What follows belongs to an exercise in optimizing a design on an open flow for small area and a short achievable clock period; a production flow would make more cautious choices. At most, simulation tests tie the RTL to the original design; equivalence was not proved.

## mul_pipe
module mul_pipe #(
    parameter int unsigned XLEN    = 32,
    parameter int unsigned LATENCY = 3,
    parameter int unsigned TAG_W   = 5
) (
    input  logic             clk,
    input  logic             rst_n,
    input  logic             in_valid,
    output logic             in_ready,
    input  logic [XLEN-1:0]  a,
    input  logic [XLEN-1:0]  b,
    input  logic [2:0]       mulop,
    input  logic [TAG_W-1:0] in_tag,
    input  logic             flush,
    output logic             out_valid,
    input  logic             out_ready,
    output logic [XLEN-1:0]  f,
    output logic [TAG_W-1:0] out_tag
);
Size: roughly 2800 cells after synthesis, about 210 flip-flops, ~120 I/O pins, roughly 0.029 mm2 of cells after synthesis.
clock: 11.0 ns
lec_check: 0
abc_area: 1
cap_margin: 20
core_margin: 2
core_utilization: 40
setup_slack_margin: 5
slew_margin: 20
synth_hierarchical: 1
standard.sh (not shown) runs the stock make flow with config.mk's settings and CLKGATE_MAP_FILE= SYNTH_SCRIPT=/design/flow/synth_recipe.tcl, a recipe that flattens the netlist after the stock synthesis.
==> flow/flow/run.sh <==
#!/bin/bash
# The standard layout, with timing repair aimed further below the clock period and
# the smallest port buffers (repair sizes up the ones on critical paths).
set -euo pipefail
bash standard.sh SETUP_SLACK_MARGIN=6.22 "BUFFER_PORTS_ARGS=-buffer_cell sky130_fd_sc_hd__buf_1" "CTS_ARGS=-sink_clustering_enable -repair_clock_nets -sink_clustering_size 30 -sink_clustering_max_diameter 100 -dont_use_dummy_load" finish > standard.log 2>&1
Rerun with:
--- a/flow/design.v
+++ b/flow/design.v
@@ -1962,26 +1962,33 @@
     wire [4:0] w_sg, w_sp;
     assign w_sg[0] = mg23;
     assign w_sp[0] = 1'b0;
     assign w_sg[1] = mg24;
     assign w_sp[1] = mp24;
     assign w_sg[2] = mg25;
     assign w_sp[2] = mp25;
     assign w_sg[3] = mg26;
     assign w_sp[3] = mp26;
     assign w_sg[4] = cg31;
     assign w_sp[4] = cp31;
     localparam int NSEG = 5;
-    wire [31:0] w_x  = r1_hi ? sx[63:32] : sx[31:0];
-    wire [31:0] w_y  = r1_hi ? sy[63:32] : sy[31:0];
+    wire        w_sel_hi = !w_stall && r1_hi;
+    wire        w_sel_lo = !w_stall && !r1_hi;
+    wire [31:0] w_xd, w_yd;
+    for (genvar k = 0; k < 32; k++) begin : g_sel
+        mul_pipe_sel u_x (.hold(w_stall), .q(r2_x[k]), .sh(w_sel_hi), .dh(sx[32+k]),
+                          .sl(w_sel_lo), .dl(sx[k]), .d(w_xd[k]));
+        mul_pipe_sel u_y (.hold(w_stall), .q(r2_y[k]), .sh(w_sel_hi), .dh(sy[32+k]),
+                          .sl(w_sel_lo), .dl(sy[k]), .d(w_yd[k]));
+    end
     logic [NSEG-1:0] r2_sg, r2_sp;
     logic            r2_hi;
     logic w_cin;
     always_comb begin
         w_cin = 1'b0;
         for (int k = 0; k < NSEG; k++) w_cin = r2_sg[k] | (r2_sp[k] & w_cin);
         w_cin = w_cin & r2_hi;
     end
     wire [31:0] w_f;
     wire ag0_0 = r2_x[0] & r2_y[0];
     wire ap0_0 = r2_x[0] ^ r2_y[0];
     wire ag1_1 = r2_x[1] & r2_y[1];
@@ -2176,51 +2183,82 @@
         end else if (!w_stall) begin
             r1_v <= w_acc;
             r2_v <= r1_v;
             r3_v <= r2_v;
             if (r2_v) begin
                 r3_f   <= w_f;
                 r3_tag <= r2_tag;
             end
         end
     end
     always_ff @(posedge clk) begin
         if (!w_stall) begin
-            r1_a_n   <= ~a;
-            r1_neg   <= w_neg;
-            r1_one_n <= ~w_one;
-            r1_two_n <= ~w_two;
-            r1_ea_n  <= !(a[31] && (mulop != 3'd3));
-            r1_d16_n <= !(b[31] && !mulop[2] && mulop[1]);
             r1_hi  <= (mulop != 3'd0);
             r1_tag <= in_tag;
-            r2_x   <= w_x;
-            r2_y   <= w_y;
             r2_sg  <= w_sg;
             r2_sp  <= w_sp;
             r2_hi  <= r1_hi;
             r2_tag <= r1_tag;
         end
     end
+    wire [81:0] w_r1d, w_r1q;
+    assign w_r1q = {r1_a_n, r1_neg, r1_one_n, r1_two_n, r1_ea_n, r1_d16_n};
+    for (genvar k = 0; k < 82; k++) begin : g_r1
+        mul_pipe_hold u_h (.hold(w_stall), .take(!w_stall), .q(w_r1q[k]),
+                           .d((k >= 50) ? ~a[k-50] :
+                              (k >= 34) ? w_neg[k-34] :
+                              (k >= 18) ? ~w_one[k-18] :
+                              (k >= 2)  ? ~w_two[k-2] :
+                              (k == 1)  ? !(a[31] && (mulop != 3'd3)) :
+                                          !(b[31] && !mulop[2] && mulop[1])),
+                           .y(w_r1d[k]));
+    end
+    always_ff @(posedge clk) begin
+        {r1_a_n, r1_neg, r1_one_n, r1_two_n, r1_ea_n, r1_d16_n} <= w_r1d;
+    end
+    always_ff @(posedge clk) begin
+        r2_x <= w_xd;
+        r2_y <= w_yd;
+    end
     assign out_valid = r3_v;
     assign f         = r3_f;
     assign out_tag   = r3_tag;
 endmodule
 module mul_pipe_fa (
     input  logic x,
     input  logic y,
     input  logic z,
     output logic s,
     output logic c
 );
     assign s = x ^ y ^ z;
     assign c = (x & y) | (x & z) | (y & z);
 endmodule
 module mul_pipe_ha (
     input  logic x,
     input  logic y,
     output logic s,
     output logic c
 );
     assign s = x ^ y;
     assign c = x & y;
 endmodule
+module mul_pipe_sel (
+    input  logic hold,
+    input  logic q,
+    input  logic sh,
+    input  logic dh,
+    input  logic sl,
+    input  logic dl,
+    output logic d
+);
+    assign d = (hold & q) | (sh & dh) | (sl & dl);
+endmodule
+module mul_pipe_hold (
+    input  logic hold,
+    input  logic take,
+    input  logic q,
+    input  logic d,
+    output logic y
+);
+    assign y = (hold & q) | (take & d);
+endmodule
The new run completed with no timing, DRC or antenna violations; worst setup slack improves by 0.013 ns; critical path depth is unchanged; first-iteration DRC count is lower by 13%; area after synthesis drops by 0.58%; via count came out higher by 2.8%; utilization came out lower by 0.28 points; die area shrinks by 0.57%.
Function not checked in the second run of this note: the RTL went through the layout flow alone.

* * *

Another version of the RTL of mul_pipe (not shown whole).
Size in the first run: about 2900 cells after synthesis.
## mul_pipe
module mul_pipe #(
    parameter int unsigned XLEN    = 32,
    parameter int unsigned LATENCY = 3,
    parameter int unsigned TAG_W   = 5
) (
    input  logic             clk,
    input  logic             rst_n,
    input  logic             in_valid,
    output logic             in_ready,
    input  logic [XLEN-1:0]  a,
    input  logic [XLEN-1:0]  b,
    input  logic [2:0]       mulop,
    input  logic [TAG_W-1:0] in_tag,
    input  logic             flush,
    output logic             out_valid,
    input  logic             out_ready,
    output logic [XLEN-1:0]  f,
    output logic [TAG_W-1:0] out_tag
);
==> flow/config.mk <==
export PLATFORM = sky130hd
export DESIGN_NAME = mul_pipe
export DESIGN_NICKNAME = mul_pipe
export VERILOG_FILES = /design/flow/design.v
export SDC_FILE = /design/flow/constraint.sdc
export NUM_CORES = 4
export LEC_CHECK = 0
export ABC_AREA = 1
export CAP_MARGIN = 20
export CORE_MARGIN = 2
export CORE_UTILIZATION = 40
export SETUP_SLACK_MARGIN = 5
export SLEW_MARGIN = 20
export SYNTH_HIERARCHICAL = 1
==> flow/constraint.sdc <==
create_clock -name core_clock -period 11.0 [get_ports {clk}]
set_input_delay 2.2000 -clock core_clock [delete_from_list [all_inputs] [get_ports {clk}]]
set_output_delay 2.2000 -clock core_clock [all_outputs]
set_load 0.01 [all_outputs]
Scripts as last shown in full above: flow/flow/run.sh
Edit:
--- a/flow/design.v
+++ b/flow/design.v
@@ -1950,36 +1950,36 @@
     wire mg21 = mg18 | (mp18 & mg17);
     wire mp21 = mp18 & mp17;
     wire mg22 = cg25 | (cp25 & mg19);
     wire mp22 = cp25 & mp19;
     wire mg23 = mg21 | (mp21 & mg20);
     wire mp23 = mp21 & mp20;
     wire mg24 = cg26 | (cp26 & mg22);
     wire mp24 = cp26 & mp22;
     wire mg25 = cg28 | (cp28 & cg27);
     wire mp25 = cp28 & cp27;
     wire mg26 = cg30 | (cp30 & cg29);
     wire mp26 = cp30 & cp29;
-    wire mg27 = mg24 | (mp24 & mg23);
-    wire mp27 = mp24 & mp23;
-    wire mg28 = mg26 | (mp26 & mg25);
-    wire mp28 = mp26 & mp25;
-    wire [2:0] w_sg, w_sp;
-    assign w_sg[0] = mg27;
+    wire [4:0] w_sg, w_sp;
+    assign w_sg[0] = mg23;
     assign w_sp[0] = 1'b0;
-    assign w_sg[1] = mg28;
-    assign w_sp[1] = mp28;
-    assign w_sg[2] = cg31;
-    assign w_sp[2] = cp31;
-    localparam int NSEG = 3;
+    assign w_sg[1] = mg24;
+    assign w_sp[1] = mp24;
+    assign w_sg[2] = mg25;
+    assign w_sp[2] = mp25;
+    assign w_sg[3] = mg26;
+    assign w_sp[3] = mp26;
+    assign w_sg[4] = cg31;
+    assign w_sp[4] = cp31;
+    localparam int NSEG = 5;
     wire        w_sel_hi = !w_stall && r1_hi;
     wire        w_sel_lo = !w_stall && !r1_hi;
     wire [31:0] w_xd, w_yd;
     for (genvar k = 0; k < 32; k++) begin : g_sel
         mul_pipe_sel u_x (.hold(w_stall), .q(r2_x[k]), .sh(w_sel_hi), .dh(sx[32+k]),
                           .sl(w_sel_lo), .dl(sx[k]), .d(w_xd[k]));
         mul_pipe_sel u_y (.hold(w_stall), .q(r2_y[k]), .sh(w_sel_hi), .dh(sy[32+k]),
                           .sl(w_sel_lo), .dl(sy[k]), .d(w_yd[k]));
     end
     logic [NSEG-1:0] r2_sg, r2_sp;
     logic            r2_hi;
     logic w_cin;
The new run completed with no timing, DRC or antenna violations.
Count of clock-buffer cells in the layout stays the same.
Critical path depth stays the same.
Worst hold slack improved by 0.0089 ns.
Routed wire length climbs slightly.
Flip-flop and latch count climbs by 4.
Final cell count climbs slightly.
Final area drops slightly.
Non-clock buffer count climbs by 1.
Via count climbs slightly.
For the first run of this note, only the layout was checked, not whether the RTL still works.

## what the ideal ports hide
In the flow no input, the clock included, has a driving cell. The finished layouts below were timed again as built, in two steps.
Step 1 sets driving cells, clkbuf_16 on the clock port and buf_2 on the other inputs (assumed; they add their load-dependent delay and slew).
Step 2 adds t to the input delays and takes it off the output delays; t is the mean of the earliest and latest rising clock arrival at the registers after step 1. Input paths then give back, and output paths get back, about the clock's delay inside the block.
a / b / c = no drivers / after step 1 / after step 2; a / b = the first two.
| run | t, ns | setup slack, ns | worst hold slack (ns) | worst setup path at the end | worst register clock-pin slew, ns |
|---|---|---|---|---|---|
| the first run of note 1 | 0.602 | 6.222 / 6.188 / 6.188 | 0.428 / 0.428 / 0.428 | input to output | 0.11 / 0.11 |
| the second run of note 1 | 0.591 | 6.235 / 6.204 / 6.204 | 0.433 / 0.433 / 0.433 | input to output | 0.11 / 0.11 |
| the first run of note 2 | 0.578 | 6.228 / 6.193 / 6.193 | 0.424 / 0.424 / 0.424 | input to output | 0.10 / 0.10 |
| the second run of note 2 | 0.579 | 6.237 / 6.202 / 6.202 | 0.433 / 0.433 / 0.433 | input to output | 0.11 / 0.11 |
After both steps setup and hold are still met in every run listed.
